Source: an optimization exercise on an open RTL-to-GDS flow (aim: a short achievable clock period and few clock cycles). Production flows keep margins and buffers that such runs may drop. The RTL was checked by simulation tests, not by an equivalence proof against the original design. Power and IR drop assume default switching activity.

==> design/flow/design.v <==
localparam logic [6:0] OPC_OP_IMM = 7'b0010011;
localparam logic [6:0] OPC_LOAD   = 7'b0000011;
localparam logic [6:0] OPC_OP     = 7'b0110011;
localparam logic [6:0] OPC_STORE  = 7'b0100011;
localparam logic [6:0] OPC_BRANCH = 7'b1100011;
localparam logic [6:0] OPC_JAL    = 7'b1101111;
localparam logic [6:0] OPC_JALR   = 7'b1100111;
localparam logic [2:0] F3_ADD_SUB = 3'b000;
localparam logic [2:0] F3_SLL     = 3'b001;
localparam logic [2:0] F3_SLT     = 3'b010;
localparam logic [2:0] F3_SLTU    = 3'b011;
localparam logic [2:0] F3_XOR     = 3'b100;
localparam logic [2:0] F3_SRL_SRA = 3'b101;
localparam logic [2:0] F3_OR      = 3'b110;
localparam logic [2:0] F3_AND     = 3'b111;
localparam logic [2:0] F3_BEQ  = 3'b000;
localparam logic [2:0] F3_BNE  = 3'b001;
localparam logic [2:0] F3_BLT  = 3'b100;
localparam logic [2:0] F3_BGE  = 3'b101;
localparam logic [2:0] F3_BLTU = 3'b110;
localparam logic [2:0] F3_BGEU = 3'b111;
localparam logic [6:0] F7_ALT = 7'b0100000;
localparam logic [31:0] PC_STEP = 32'd4;
localparam logic [3:0] S_FETCH      = 4'd0;
localparam logic [3:0] S_DECODE     = 4'd1;
localparam logic [3:0] S_MEMADR     = 4'd2;
localparam logic [3:0] S_MEMREAD    = 4'd3;
localparam logic [3:0] S_MEMWB      = 4'd4;
localparam logic [3:0] S_EXECUTE_RI = 4'd5;
localparam logic [3:0] S_ALUWB      = 4'd6;
localparam logic [3:0] S_MEMWRITE   = 4'd7;
localparam logic [3:0] S_BRANCH     = 4'd8;
localparam logic [3:0] S_JALR       = 4'd9;
localparam logic [3:0] ALU_ADD  = 4'd0;
localparam logic [3:0] ALU_SUB  = 4'd1;
localparam logic [3:0] ALU_SLL  = 4'd2;
localparam logic [3:0] ALU_SLT  = 4'd3;
localparam logic [3:0] ALU_SLTU = 4'd4;
localparam logic [3:0] ALU_XOR  = 4'd5;
localparam logic [3:0] ALU_SRL  = 4'd6;
localparam logic [3:0] ALU_SRA  = 4'd7;
localparam logic [3:0] ALU_OR   = 4'd8;
localparam logic [3:0] ALU_AND  = 4'd9;
localparam logic [1:0] SRC_A_PC     = 2'd0;
localparam logic [1:0] SRC_A_REG    = 2'd1;
localparam logic [1:0] SRC_A_OLD_PC = 2'd2;
localparam logic [1:0] SRC_A_ZERO   = 2'd3;
localparam logic [1:0] SRC_B_REG  = 2'd0;
localparam logic [1:0] SRC_B_IMM  = 2'd1;
localparam logic [1:0] SRC_B_STEP = 2'd2;
localparam logic [1:0] SRC_B_ZERO = 2'd3;
localparam logic [1:0] RESULT_ALU      = 2'd0;
localparam logic [1:0] RESULT_MEM_DATA = 2'd1;
localparam logic [1:0] RESULT_ALU_LAST = 2'd2;
localparam logic [1:0] RESULT_PC_NEXT  = 2'd3;
localparam logic PC_SRC_NEXT = 1'b0;
localparam logic PC_SRC_JUMP = 1'b1;
localparam logic ADDR_SRC_PC       = 1'b0;
localparam logic ADDR_SRC_ALU_LAST = 1'b1;
`timescale 1ns/1ps
`default_nettype none
module alu (
    input  logic [31:0] a,
    input  logic [31:0] b,
    input  logic        sel_add,
    input  logic        sel_sub,
    input  logic        sel_sll,
    input  logic        sel_slt,
    input  logic        sel_sltu,
    input  logic        sel_xor,
    input  logic        sel_srl,
    input  logic        sel_sra,
    input  logic        sel_or,
    input  logic        sel_and,
    output logic [31:0] result
);
    logic [31:0] sum;
    logic [32:0] diff;
    logic        lt;
    logic        ltu;
    logic [31:0] sll;
    logic [31:0] srl;
    logic [31:0] sra;
    assign sum  = a + b;
    assign diff = {1'b0, a} - {1'b0, b};
    assign ltu  = diff[32];
    assign lt   = (a[31] ^ b[31]) ? a[31] : diff[31];
    assign sll  = a << b[4:0];
    assign srl  = a >> b[4:0];
    assign sra  = $signed(a) >>> b[4:0];
    assign result = ({32{sel_add}}  & sum)
                  | ({32{sel_sub}}  & diff[31:0])
                  | ({32{sel_sll}}  & sll)
                  | ({32{sel_slt}}  & {31'b0, lt})
                  | ({32{sel_sltu}} & {31'b0, ltu})
                  | ({32{sel_xor}}  & (a ^ b))
                  | ({32{sel_srl}}  & srl)
                  | ({32{sel_sra}}  & sra)
                  | ({32{sel_or}}   & (a | b))
                  | ({32{sel_and}}  & (a & b));
endmodule
`default_nettype wire
`timescale 1ns/1ps
`default_nettype none
module register_file (
    input  logic        clk,
    input  logic        rst,
    input  logic [4:0]  rd_addr0,
    input  logic [4:0]  rd_addr1,
    input  logic        wr_ena,
    input  logic [4:0]  wr_addr,
    input  logic [31:0] wr_data,
    output logic [31:0] rd_data0,
    output logic [31:0] rd_data1,
    output logic [31:0] x1_data
);
    logic [31:0] regs [32];
    always_ff @(posedge clk) begin
        if (rst) begin
            for (int i = 0; i < 32; i++) begin
                regs[i] <= '0;
            end
        end else if (wr_ena && wr_addr != '0) begin
            regs[wr_addr] <= wr_data;
        end
    end
    assign rd_data0 = regs[rd_addr0];
    assign rd_data1 = regs[rd_addr1];
    assign x1_data  = regs[1];
endmodule
`default_nettype wire
`timescale 1ns/1ps
`default_nettype none
module rv32_mini_core #(
    parameter logic [31:0] RESET_PC = '0
) (
    input  logic        clk,
    input  logic        rst,
    input  logic [31:0] mem_rd_data,
    output logic [31:0] mem_addr,
    output logic [31:0] mem_wr_data,
    output logic        mem_wr_ena,
    output logic [31:0] pc,
    output logic [31:0] instructions_completed,
    output logic        instruction_done
);
localparam logic [6:0] OPC_OP_IMM = 7'b0010011;
localparam logic [6:0] OPC_LOAD   = 7'b0000011;
localparam logic [6:0] OPC_OP     = 7'b0110011;
localparam logic [6:0] OPC_STORE  = 7'b0100011;
localparam logic [6:0] OPC_BRANCH = 7'b1100011;
localparam logic [6:0] OPC_JAL    = 7'b1101111;
localparam logic [6:0] OPC_JALR   = 7'b1100111;
localparam logic [2:0] F3_ADD_SUB = 3'b000;
localparam logic [2:0] F3_SLL     = 3'b001;
localparam logic [2:0] F3_SLT     = 3'b010;
localparam logic [2:0] F3_SLTU    = 3'b011;
localparam logic [2:0] F3_XOR     = 3'b100;
localparam logic [2:0] F3_SRL_SRA = 3'b101;
localparam logic [2:0] F3_OR      = 3'b110;
localparam logic [2:0] F3_AND     = 3'b111;
localparam logic [2:0] F3_BEQ  = 3'b000;
localparam logic [2:0] F3_BNE  = 3'b001;
localparam logic [2:0] F3_BLT  = 3'b100;
localparam logic [2:0] F3_BGE  = 3'b101;
localparam logic [2:0] F3_BLTU = 3'b110;
localparam logic [2:0] F3_BGEU = 3'b111;
localparam logic [6:0] F7_ALT = 7'b0100000;
localparam logic [31:0] PC_STEP = 32'd4;
localparam logic [3:0] S_FETCH      = 4'd0;
localparam logic [3:0] S_DECODE     = 4'd1;
localparam logic [3:0] S_MEMADR     = 4'd2;
localparam logic [3:0] S_MEMREAD    = 4'd3;
localparam logic [3:0] S_MEMWB      = 4'd4;
localparam logic [3:0] S_EXECUTE_RI = 4'd5;
localparam logic [3:0] S_ALUWB      = 4'd6;
localparam logic [3:0] S_MEMWRITE   = 4'd7;
localparam logic [3:0] S_BRANCH     = 4'd8;
localparam logic [3:0] S_JALR       = 4'd9;
localparam logic [3:0] ALU_ADD  = 4'd0;
localparam logic [3:0] ALU_SUB  = 4'd1;
localparam logic [3:0] ALU_SLL  = 4'd2;
localparam logic [3:0] ALU_SLT  = 4'd3;
localparam logic [3:0] ALU_SLTU = 4'd4;
localparam logic [3:0] ALU_XOR  = 4'd5;
localparam logic [3:0] ALU_SRL  = 4'd6;
localparam logic [3:0] ALU_SRA  = 4'd7;
localparam logic [3:0] ALU_OR   = 4'd8;
localparam logic [3:0] ALU_AND  = 4'd9;
localparam logic [1:0] SRC_A_PC     = 2'd0;
localparam logic [1:0] SRC_A_REG    = 2'd1;
localparam logic [1:0] SRC_A_OLD_PC = 2'd2;
localparam logic [1:0] SRC_A_ZERO   = 2'd3;
localparam logic [1:0] SRC_B_REG  = 2'd0;
localparam logic [1:0] SRC_B_IMM  = 2'd1;
localparam logic [1:0] SRC_B_STEP = 2'd2;
localparam logic [1:0] SRC_B_ZERO = 2'd3;
localparam logic [1:0] RESULT_ALU      = 2'd0;
localparam logic [1:0] RESULT_MEM_DATA = 2'd1;
localparam logic [1:0] RESULT_ALU_LAST = 2'd2;
localparam logic [1:0] RESULT_PC_NEXT  = 2'd3;
localparam logic PC_SRC_NEXT = 1'b0;
localparam logic PC_SRC_JUMP = 1'b1;
localparam logic ADDR_SRC_PC       = 1'b0;
localparam logic ADDR_SRC_ALU_LAST = 1'b1;
    logic [31:0] fpc;
    logic        iv;
    logic [31:0] ipc;
    logic [31:0] ipc4;
    logic [31:0] ibt;
    logic [4:0]  i_rd;
    logic [4:0]  i_rs1;
    logic [4:0]  i_rs2;
    logic [31:0] i_imm;
    logic [2:0]  i_f3;
    logic        i_load;
    logic        i_store;
    logic        i_alu;
    logic        i_opimm;
    logic        i_br;
    logic        i_jalr;
    logic        i_link;
    logic        i_unk;
    logic        i_pred;
    logic        i_wb;
    logic        i_wr_x1;
    logic        i_add;
    logic        i_sub;
    logic        i_sll;
    logic        i_slt;
    logic        i_sltu;
    logic        i_xor;
    logic        i_srl;
    logic        i_sra;
    logic        i_or;
    logic        i_and;
    logic        mpend;
    logic        m_store;
    logic [4:0]  m_rd;
    logic [31:0] maddr;
    logic [31:0] mwdata;
    logic [31:0] rs1_data;
    logic [31:0] rs2_data;
    logic [31:0] x1_data;
    logic        rf_we;
    logic [4:0]  rf_wa;
    logic [31:0] rf_wd;
    register_file u_register_file (
        .clk      (clk),
        .rst      (rst),
        .rd_addr0 (i_rs1),
        .rd_addr1 (i_rs2),
        .wr_ena   (rf_we),
        .wr_addr  (rf_wa),
        .wr_data  (rf_wd),
        .rd_data0 (rs1_data),
        .rd_data1 (rs2_data),
        .x1_data  (x1_data)
    );
    logic        x_exec;
    logic [31:0] alu_b;
    logic [31:0] alu_res;
    logic [31:0] x_res;
    logic [31:0] agen;
    logic        br_eq;
    logic        br_lt;
    logic        br_ltu;
    logic        br_taken;
    logic        redirect;
    logic [31:0] rtarget;
    assign x_exec = iv && !mpend;
    assign alu_b = i_opimm ? i_imm : rs2_data;
    alu u_alu (
        .a        (rs1_data),
        .b        (alu_b),
        .sel_add  (i_add),
        .sel_sub  (i_sub),
        .sel_sll  (i_sll),
        .sel_slt  (i_slt),
        .sel_sltu (i_sltu),
        .sel_xor  (i_xor),
        .sel_srl  (i_srl),
        .sel_sra  (i_sra),
        .sel_or   (i_or),
        .sel_and  (i_and),
        .result   (alu_res)
    );
    assign x_res = i_link ? ipc4 : alu_res;
    assign agen = rs1_data + i_imm;
    assign br_eq  = (rs1_data == rs2_data);
    assign br_ltu = (rs1_data < rs2_data);
    assign br_lt  = ($signed(rs1_data) < $signed(rs2_data));
    always_comb begin
        case (i_f3)
            F3_BEQ:  br_taken = br_eq;
            F3_BNE:  br_taken = !br_eq;
            F3_BLT:  br_taken = br_lt;
            F3_BGE:  br_taken = !br_lt;
            F3_BLTU: br_taken = br_ltu;
            F3_BGEU: br_taken = !br_ltu;
            default: br_taken = 1'b0;
        endcase
    end
    assign redirect = x_exec && ((i_br && (br_taken != i_pred)) || (i_jalr && !i_pred) || i_unk);
    always_comb begin
        if (i_unk) begin
            rtarget = ipc;
        end else if (i_jalr) begin
            rtarget = {agen[31:1], 1'b0};
        end else if (br_taken) begin
            rtarget = ibt;
        end else begin
            rtarget = ipc4;
        end
    end
    always_comb begin
        if (mpend) begin
            rf_we = !m_store;
            rf_wa = m_rd;
            rf_wd = mem_rd_data;
        end else begin
            rf_we = x_exec && i_wb;
            rf_wa = i_rd;
            rf_wd = x_res;
        end
    end
    logic [31:0] w;
    logic [6:0]  w_op;
    logic [2:0]  w_f3;
    logic [6:0]  w_f7;
    logic        w_load;
    logic        w_store;
    logic        w_op_r;
    logic        w_opimm;
    logic        w_br;
    logic        w_jal;
    logic        w_jalr;
    logic        w_ret;
    logic        w_alt;
    logic [31:0] w_imm_i;
    logic [31:0] w_imm_s;
    logic [31:0] w_imm_b;
    logic [31:0] w_imm_j;
    logic [31:0] f_pc4;
    logic [31:0] f_bt;
    logic [31:0] f_jt;
    logic        f_pred;
    logic [31:0] f_next;
    assign w       = mem_rd_data;
    assign w_op    = w[6:0];
    assign w_f3    = w[14:12];
    assign w_f7    = w[31:25];
    assign w_load  = (w_op == OPC_LOAD);
    assign w_store = (w_op == OPC_STORE);
    assign w_op_r  = (w_op == OPC_OP);
    assign w_opimm = (w_op == OPC_OP_IMM);
    assign w_br    = (w_op == OPC_BRANCH);
    assign w_jal   = (w_op == OPC_JAL);
    assign w_jalr  = (w_op == OPC_JALR);
    assign w_alt   = (w_f7 == F7_ALT);
    assign w_imm_i = {{20{w[31]}}, w[31:20]};
    assign w_imm_s = {{20{w[31]}}, w[31:25], w[11:7]};
    assign w_imm_b = {{20{w[31]}}, w[7], w[30:25], w[11:8], 1'b0};
    assign w_imm_j = {{12{w[31]}}, w[19:12], w[20], w[30:21], 1'b0};
    assign w_ret = w_jalr && (w[19:15] == 5'd1) && (w[31:20] == 12'd0)
                && !(x_exec && i_wr_x1);
    assign f_pc4 = fpc + 32'd4;
    assign f_bt  = fpc + w_imm_b;
    assign f_jt  = fpc + w_imm_j;
    assign f_pred = w_jal || (w_br && w[31]) || w_ret;
    always_comb begin
        if (w_jal) begin
            f_next = f_jt;
        end else if (w_br && w[31]) begin
            f_next = f_bt;
        end else if (w_ret) begin
            f_next = {x1_data[31:1], 1'b0};
        end else begin
            f_next = f_pc4;
        end
    end
    always_ff @(posedge clk) begin
        if (rst) begin
            fpc   <= RESET_PC;
            iv    <= 1'b0;
            mpend <= 1'b0;
        end else if (mpend) begin
            mpend <= 1'b0;
        end else begin
            if (x_exec && (i_load || i_store)) begin
                mpend <= 1'b1;
            end
            if (redirect) begin
                fpc <= rtarget;
                iv  <= 1'b0;
            end else begin
                fpc <= f_next;
                iv  <= 1'b1;
            end
        end
    end
    always_ff @(posedge clk) begin
        if (!mpend) begin
            ipc     <= fpc;
            ipc4    <= f_pc4;
            ibt     <= f_bt;
            i_rd    <= w[11:7];
            i_rs1   <= w[19:15];
            i_rs2   <= w[24:20];
            i_imm   <= w_store ? w_imm_s : w_imm_i;
            i_f3    <= w_f3;
            i_load  <= w_load;
            i_store <= w_store;
            i_alu   <= w_op_r || w_opimm;
            i_opimm <= w_opimm;
            i_br    <= w_br;
            i_jalr  <= w_jalr;
            i_link  <= w_jal || w_jalr;
            i_unk   <= !(w_load || w_store || w_op_r || w_opimm || w_br || w_jal || w_jalr);
            i_pred  <= f_pred;
            i_wb    <= (w_op_r || w_opimm || w_jal || w_jalr) && (w[11:7] != 5'd0);
            i_wr_x1 <= (w_op_r || w_opimm || w_jal || w_jalr || w_load) && (w[11:7] == 5'd1);
            i_add   <= ((w_op_r || w_opimm) && w_f3 == F3_ADD_SUB && !(w_op_r && w_alt)) || w_jal || w_jalr;
            i_sub   <= w_op_r && w_f3 == F3_ADD_SUB && w_alt;
            i_sll   <= (w_op_r || w_opimm) && w_f3 == F3_SLL;
            i_slt   <= (w_op_r || w_opimm) && w_f3 == F3_SLT;
            i_sltu  <= (w_op_r || w_opimm) && w_f3 == F3_SLTU;
            i_xor   <= (w_op_r || w_opimm) && w_f3 == F3_XOR;
            i_srl   <= (w_op_r || w_opimm) && w_f3 == F3_SRL_SRA && !w_alt;
            i_sra   <= (w_op_r || w_opimm) && w_f3 == F3_SRL_SRA && w_alt;
            i_or    <= (w_op_r || w_opimm) && w_f3 == F3_OR;
            i_and   <= (w_op_r || w_opimm) && w_f3 == F3_AND;
        end
    end
    always_ff @(posedge clk) begin
        if (x_exec) begin
            maddr   <= agen;
            mwdata  <= rs2_data;
            m_store <= i_store;
            m_rd    <= i_rd;
        end
    end
    always_ff @(posedge clk) begin
        if (rst) begin
            instructions_completed <= '0;
        end else if (x_exec) begin
            instructions_completed <= instructions_completed + 32'd1;
        end
    end
    assign instruction_done = x_exec;
    assign pc               = iv ? ipc : fpc;
    assign mem_addr         = mpend ? maddr : fpc;
    assign mem_wr_data      = mwdata;
    assign mem_wr_ena       = mpend && m_store;
endmodule
`default_nettype wire
==> design/flow/run.sh <==
#!/bin/bash
# synth_recipe.tcl (not shown) runs the flow's synth.tcl, then flattens the netlist and writes it again
# the make line also repeats each setting of config.mk as NAME=value (left out here)
make -C /OpenROAD-flow-scripts/flow DESIGN_CONFIG=/design/flow/config.mk WORK_HOME=/design/flow/orfs CLKGATE_MAP_FILE= SYNTH_SCRIPT=/design/flow/synth_recipe.tcl finish
==> design/flow/config.mk <==
export PLATFORM = sky130hd
export DESIGN_NAME = rv32_mini_core
export DESIGN_NICKNAME = rv32_mini_core
export VERILOG_FILES = /design/flow/design.v
export SDC_FILE = /design/flow/constraint.sdc
export NUM_CORES = 4
export LEC_CHECK = 0
export CAP_MARGIN = 20
export CORE_MARGIN = 2
export CORE_UTILIZATION = 40
export SLEW_MARGIN = 20
==> design/flow/constraint.sdc <==
create_clock -name core_clock -period 7.5 [get_ports {clk}]
set_input_delay 1.5000 -clock core_clock [delete_from_list [all_inputs] [get_ports {clk}]]
set_output_delay 1.5000 -clock core_clock [all_outputs]
set_load 0.01 [all_outputs]
==> flow_summary_export.csv, run 1 <==
group,metric,value,unit
placement,dpl.cell_count,10000,
run_status,outcome,"no timing/DRC/antenna violations",
route,avgViaCountPerCell,6.69,
floorplanning,dieWidth,454,um
sta,finalHoldViolations,0,
final_layout,multi_input_area,0.0396,mm^2
setup_path,worstPathRequired,8.05,ns
sta,period_minus_slack,7.33,ns
floorplanning,start_util,40.2,%
setup_path,critical_path.max_fanout,32,
floorplanning,die-area,0.206,mm^2
synthesis,synth_ff_type,"edfxtp_1",
cts,clock-sinks,1313,
sta,setup_viol,0,
synthesis,synth-xor-area-share,1.86,%
route,routed_wl,391000,um
floorplanning,core,0.202,mm^2
job,cap_violations,0,
setup_path,worst-path-buf-inv,8,
sta,setup_tns,0,ns
sta,grt_setup_unrepaired,"no",
floorplanning,io_pins,164,
route,num_vias,68900,
setup_path,crit_family,"buffers and inverters",
synthesis,synth.area.mux_share,18.7,%
sta,worst_pin_slew,1.15,ns
global_route,grt_pass1_vias,66000,
setup_path,critical_path_depth,23,
power,powerDensity,233,mW/mm^2
sta,skew,0.0517,ns
cts,cts_tree,"yes",
synthesis,synth_fa_ha_area_share,3.22,%
synthesis,syn_area,0.0810,mm^2
final_layout,finalInstanceArea,0.0936,mm^2
placement,io_buffers,163,
setup_path,cp-end-kind,"flop",
global_route,gr-total-overflow,0,
synthesis,yosys_register_bits,1313,
cts,clockBufferDepth,3,
cts,root_buffer,"clkbuf_16",
sta,slew_headroom,22.2,%
setup_path,crit_arrival,7.88,ns
route,drtIter0Drc,10800,
synthesis,ys_seq_area_share,47.7,%
floorplanning,fp.dieH,454,um
setup_path,r2r_cells,23,
placement,dp_hpwl,270000,um
synthesis,synth_warnings,2,
global_route,grt_pass1_wl,533000,um
final_layout,stdcell_count,10300,
synthesis,synth_top_family_by_area,"multiplexers",
setup_path,cp-start-kind,"flop",
sta,slew_violations,0,
setup_path,slowest_stage,"nor4_1",
cts,path_clk_slew,0.06,ns
final_layout,nets,7743,
synthesis,synth_area_per_cell,11.2,um^2
sta,fmax,136,MHz
setup_path,worstPathCellList,"buf_8 > clkbuf_8 > mux4_2 > mux4_2 > mux2_2 > o21ai_0 > buf_4 > ha_1 > nor4_1 > buf_4 > and2_1 > nor2_1 > mux2_2 > a2111oi_0 > buf_4 > o211ai_1 > nor4_1 > buf_4 > o2111ai_1 > buf_4 > o21ai_2 > buf_12 > nor2_1",
floorplanning,rows,165,
power,p_leak,34.8,nW
min_path,min_path_cells,0,
cts,htree_num_levels,4,
sta,final.period_utilization,97.7,%
synthesis,yosys.area_share.simple,12.3,%
route,post_drt_wl_per_cell,38.0,um
synthesis,ys_types,102,
setup_path,critPathKind,"reg2reg",
global_route,track_usage,37.0,%
cts,cts_buffers,148,
global_route,grt_max_degree,120,
route,detail-route-antenna-nets,0,
final_layout,final-seq-area,0.0387,mm^2
synthesis,ys_async_sr_fraction,0,%
placement,placedInstanceArea,0.0884,mm^2
power,ir_drop,0.000250,V
route,drc,0,
route,firstDrtPassIters,8,
final_layout,synthToLayoutAreaGrowth,15.6,%
final_layout,drive_above_1_share,17.2,%
global_route,antenna_found_initial,16,
placement,place_congestion,1.06,
synthesis,synth_edf_count,1237,
synthesis,syn_inst,7254,
final_layout,n_fill_cell,18300,
min_path,min_path_type,"reg2reg",
setup_path,critical-path-max-stage-delay,0.67,ns
synthesis,synth_compound_area_share,11.8,%
final_layout,final_util,46.4,%
cts,insertion_delay,0.86,ns
setup_path,cpMostUsedCell,"buf_4",
[metal layers]
layer  track usage (%)  up-vias  share of wire [%]
met2              55.9     5464                 44
met5                 0        -              0.023
met4              23.3       12                7.6
met3              8.79     1197                 12
met1              47.7    34400                 37
li1                  -    27900                  -
[repair_timing]
item / 4_1_cts / 5_1_grt
buffers inserted: 0 / 4
setup endpoints to repair: 31 / 93
hold buffers: 0 / 0
pin swaps: 0 / 6
resized for setup: 4 / 37
cloned: 0 / 4
[cells in the mapped netlist (all sizes together) (52+ instances only)]
cell type | count | area [um^2]
edfxtp | 1237 | 37100
nor2 | 1095 | 4110
mux2i | 722 | 7230
nand2 | 404 | 1520
clkbuf | 373 | 1400
a21oi | 336 | 1690
mux4 | 300 | 6760
buf | 235 | 1450
ha | 202 | 2530
o21ai | 202 | 1030
inv | 178 | 668
nand3 | 178 | 891
a22oi | 161 | 1210
nor2b | 156 | 976
o22ai | 147 | 920
xnor2 | 108 | 946
mux2 | 101 | 1140
nor3 | 96 | 480
dfxtp | 76 | 1520
a21o | 69 | 518
xor2 | 64 | 561
nand2b | 59 | 369
o211ai | 54 | 405
nor4 | 52 | 332
[state kept, by name, summed over array words and instances (netlist names), 3 cells and up, named ones only]
register                flops
u_register_file.regs     1024
fpc                        32
instructions_completed     32
ipc                        32
maddr                      32
mwdata                     32
ibt                        31
ipc4                       30
i_imm                      12
i_rd                        5
i_rs1                       5
i_rs2                       5
m_rd                        5
i_f3                        3
[through the flow]
step | hold WS, ns | setup WS (ns) | power (mW)
6_report | 0.441 | 0.171 | 21.8
5_1_grt | 0.447 | 0.0178 | 22.3
4_1_cts | 0.442 | 0.0668 | 21.6
3_5_place_dp | 0.428 | -0.176 | 14.1
3_3_place_gp | 0.417 | 0.0308 | 14.1
2_1_floorplan | 0.408 | 0.00520 | 11.7
[kinds of logic (layout without fill, tap and decap cells)]
kind of cell	count (synthesis)	after routing
flip-flops	1313	1313
multiplexers	1123	1123
buffers and inverters	791	1128
AO/OA/AOI/OAI	1417	1417
AND/OR/NAND/NOR	2231	2231
adder cells (fa/ha/maj)	206	206
XOR/XNOR	172	172
other	1	41
[placed cells by master (no fill, tap or decap), types with 153 or more instances in the layout]
master / Yosys / routed
buf_4: 68 / 445
clkbuf_16: 0 / 153
o21ai_0: 191 / 180
edfxtp_1: 1237 / 1237
nand3_1: 178 / 177
clkdlybuf4s50_1: 0 / 161
inv_1: 172 / 171
a21oi_1: 335 / 333
nor2_1: 1095 / 1091
ha_1: 202 / 202
mux4_2: 300 / 300
nand2_1: 404 / 373
a22oi_1: 160 / 159
mux2i_1: 720 / 719
[final cells by class]
cell class	count	share of cell area (%)
repair buffers	676	6.76
diodes	9	0.0241
multi-input cells	5181	42.3
well taps	2672	3.57
flip-flops and latches	1313	41.3
clock buffers	178	4.11
inverters	183	0.742
clock inverters	91	1.14
[worst register-to-register path: cells and delay by family, from the launching register on]
family / cells / cell delay [ns]
flops: 1 / 0.46
simple gates: 5 / 1.37
buf+inv: 8 / 1.90
fa+ha+maj: 1 / 0.32
compound gates: 5 / 1.19
mux: 4 / 1.78
[final timing paths]
path | startpoint | to | slack, ns
min | fpc[0] | ipc[0] | 0.44
max | flop | u_register_file.regs[6][25] | 0.17
min reg2reg | fpc[0] | ipc[0] | 0.44
max reg2reg | flop | u_register_file.regs[6][25] | 0.17
[where the power goes]
| group | switching [mW] | leakage, nW | internal [mW] |
|---|---|---|---|
| Clock | 3.28 | 2.39 | 4.26 |
| Combinational | 3.69 | 18.9 | 1.94 |
| Sequential | 0.256 | 13.5 | 8.38 |
Testbench counts, summed over its fixed seeds: cycles 42,932.
==> inputs of run 2 (changes only) <==
--- a/design/flow/config.mk
+++ b/design/flow/config.mk
@@ -8,4 +8,6 @@
 export CAP_MARGIN = 20
 export CORE_MARGIN = 2
 export CORE_UTILIZATION = 40
+export SETUP_SLACK_MARGIN = 2.0
 export SLEW_MARGIN = 20
+export TNS_END_PERCENT = 5
==> run 2 against run 1 <==
  * Combinational power is 0.7% higher
  * Via count grew 0.69%
  * Utilization grew 0.35 points
  * Register-to-register slack better by 0.54 ns
  * Largest cell class unchanged
  * Global-route usage down 0.29 points
  * Clock-buffer cell count is 17 higher
  * Setup slack gained 0.54 ns
  * Die area unchanged
  * Critical endpoint is now u_register_file.regs[13][31]
  * Power down 0.59%
  * Flip-flop and latch count unchanged
  * Area after synthesis stayed put
  * Clock power shrank 2%
  * Highest routed layer unchanged
==> flow_summary_export.csv, run 2 <==
group,metric,value,unit
sta,skew,0.0374,ns
synthesis,synth_area_per_cell,11.2,um^2
synthesis,yosys_register_bits,1313,
sta,setup_viol,0,
sta,fmax,147,MHz
setup_path,worstPathRequired,8.06,ns
route,avgViaCountPerCell,6.73,
sta,worst_pin_slew,1.26,ns
final_layout,mostFrequentLayoutCells,"edfxtp_1 (1237), nor2_1 (1089), mux2i_1 (710)",
route,drc,0,
cts,clockBufferDepth,3,
synthesis,ys_types,102,
job,cap_violations,0,
synthesis,syn_inst,7254,
placement,io_buffers,163,
setup_path,cp-start-kind,"flop",
placement,dpl.cell_count,9953,
route,detail-route-antenna-nets,0,
cts,clock-sinks,1313,
global_route,grt_pass1_wl,528000,um
sta,period_minus_slack,6.79,ns
power,p_leak,35.0,nW
setup_path,slowest_stage,"mux4_2",
synthesis,synth_warnings,2,
setup_path,crit_family,"buffers and inverters",
global_route,track_usage,36.7,%
cts,root_buffer,"clkbuf_16",
floorplanning,die-area,0.206,mm^2
global_route,grt_max_degree,71,
cts,cts_tree,"yes",
power,ir_drop,0.000233,V
floorplanning,dieWidth,454,um
setup_path,cpMostUsedCell,"buf_12",
final_layout,largest_reg_flops,1024,
final_layout,drive_above_1_share,18.1,%
floorplanning,core,0.202,mm^2
route,routed_wl,390000,um
placement,dp_hpwl,262000,um
synthesis,synth_edf_count,1237,
synthesis,ys_async_sr_fraction,0,%
final_layout,stdcell_count,10300,
setup_path,crit_arrival,7.35,ns
sta,slew_headroom,15.7,%
route,firstDrtPassIters,8,
synthesis,ys_seq_area_share,47.7,%
sta,grt_setup_unrepaired,"yes",
global_route,gr-total-overflow,0,
final_layout,synthToLayoutAreaGrowth,16.4,%
route,drtIter0Drc,10400,
final_layout,final_common_cell,"edfxtp_1",
synthesis,synth_ff_type,"edfxtp_1",
synthesis,syn_area,0.0810,mm^2
cts,cts_buffers,150,
final_layout,top_register,"u_register_file.regs",
floorplanning,rows,165,
final_layout,nets,7741,
synthesis,synth_commonest_cells,"edfxtp_1 (1237), nor2_1 (1095), mux2i_1 (720), nand2_1 (404), clkbuf_1 (370)",
setup_path,worst-path-buf-inv,11,
synthesis,synth_most_common_cell,"edfxtp_1",
global_route,antenna_found_initial,30,
run_status,outcome,"no timing/DRC/antenna violations",
setup_path,critical_path.max_fanout,15,
min_path,min_path_type,"reg2reg",
synthesis,yosysTopAreaCellShare,45.8,%
route,num_vias,69400,
sta,final.period_utilization,90.5,%
sta,slew_violations,0,
cts,insertion_delay,0.85,ns
sta,finalHoldViolations,0,
setup_path,critPathKind,"reg2reg",
sta,setup_tns,0,ns
placement,place_congestion,1.05,
floorplanning,fp.dieH,454,um
power,powerDensity,230,mW/mm^2
synthesis,synthTopCellsByArea,"edfxtp_1 (46%), mux2i_1 (8.9%), mux4_2 (8.3%)",
cts,path_clk_slew,0.06,ns
setup_path,critical-path-max-stage-delay,0.52,ns
synthesis,synth_top_cell_by_area,"edfxtp_1",
route,post_drt_wl_per_cell,37.9,um
final_layout,n_fill_cell,18200,
setup_path,cp-end-kind,"flop",
global_route,grt_pass1_vias,65800,
floorplanning,io_pins,164,
floorplanning,start_util,40.2,%
cts,htree_num_levels,4,
-- run 2: changes by cell type in the layout (fill, tap and decap cells not counted), moves of 7 or more --
cell,before,now
clkbuf_1,28,40
buf_12,55,47
mux2_2,101,91
mux2_4,0,10
o21ai_0,180,166
mux2i_1,719,710
buf_16,3,16
ha_1,202,192
o21ai_2,12,20
buf_4,445,428
ha_4,0,7
-- run 2: stage by stage --
stage | setup slack, ns | hold WS [ns] | power [mW] | utilization, % | instance area, um^2
floorplan | 1.09 | 0.408 | 11.7 | - | 81500
global placement | 0.0590 | 0.411 | 14.0 | 43.5 | 87800
detailed placement | 0.147 | 0.414 | 14.0 | 43.5 | 87800
CTS | 0.710 | 0.427 | 21.3 | 46.2 | 93300
global route | 0.528 | 0.462 | 22.1 | 46.8 | 94300
finish | 0.710 | 0.427 | 21.7 | 46.8 | 94300
-- run 2: cells by family (layout without fill, tap and decap cells) --
family | after synthesis | after routing | synth area share (%)
simple gates | 2231 | 2231 | 12.3
compound gates | 1417 | 1417 | 11.8
flops | 1313 | 1313 | 47.7
mux | 1123 | 1123 | 18.7
buf+inv | 791 | 1124 | 4.37
fa+ha+maj | 206 | 206 | 3.22
xor+xnor | 172 | 172 | 1.86
other cells | 1 | 45 | 0.00463
-- run 2: area by class of cell --
cell class,count,area (um^2),area share [%]
clock buffer,195,3980,4.22
inverter,183,698,0.740
sequential,1313,38700,41.0
tap,2672,3340,3.54
clock inverter,74,771,0.817
multi-input combinational,5181,40300,42.7
antenna,13,32.5,0.0345
timing repair buffer,672,6570,6.96
-- run 2: path summary, 6_finish.rpt --
path,startpoint,endpoint,slack [ns],cells after the start
worst max-delay path,flop,u_register_file.regs[13][31],0.71,32
worst min-delay path,fpc[0],ipc[0],0.43,0
worst max register to register,flop,u_register_file.regs[13][31],0.71,32
worst min register to register,fpc[0],ipc[0],0.43,0
-- run 2: metal layers --
metal	part of all wire (%)	global-route usage [%]	vias to the layer above	routed length, um
met3	12	9.40	1391	47400
met5	0.033	0	-	128
met2	43	55.2	5511	170000
met4	8.1	25.1	20	31700
li1	-	-	27900	-
met1	36	46.4	34600	141000
-- run 2: power by group --
group | total [mW] | switching, mW | internal [mW]
Sequential | 8.64 | 0.262 | 8.38
Combinational | 5.67 | 3.68 | 2.00
Clock | 7.36 | 3.22 | 4.14
-- run 2: repair_timing --
item	in CTS	in global routing
hold endpoints to repair	0	0
pin swaps	3	17
hold buffers	0	0
buffers inserted	14	39
gates cloned	7	8
gates resized for setup	66	116
setup endpoints to repair	1036	1042

static timing again, ports no longer ideal:
Ports are ideal in the flow. The routed layouts listed here were re-timed in OpenROAD.
Step 1 assumes that a clkbuf_16 drives the clock port and a buf_2 every other input.
Step 2 moves the port delays by t, midway between the first and last clock arrival at a register: inputs arrive t later, outputs are due t later. That takes back most of the time a late clock gives input paths.
Three values: no drivers, after step 1, after step 2; two values: the first two.
run | t (ns) | slack for setup (ns) | latest minus earliest clock arrival (ns)
run 1 | 0.930 | 0.171 / 0.171 / 0.171 | 0.051 / 0.052
run 2 | 0.922 | 0.710 / 0.710 / 0.710 | 0.040 / 0.040
After both steps setup and hold are still met in every run listed.
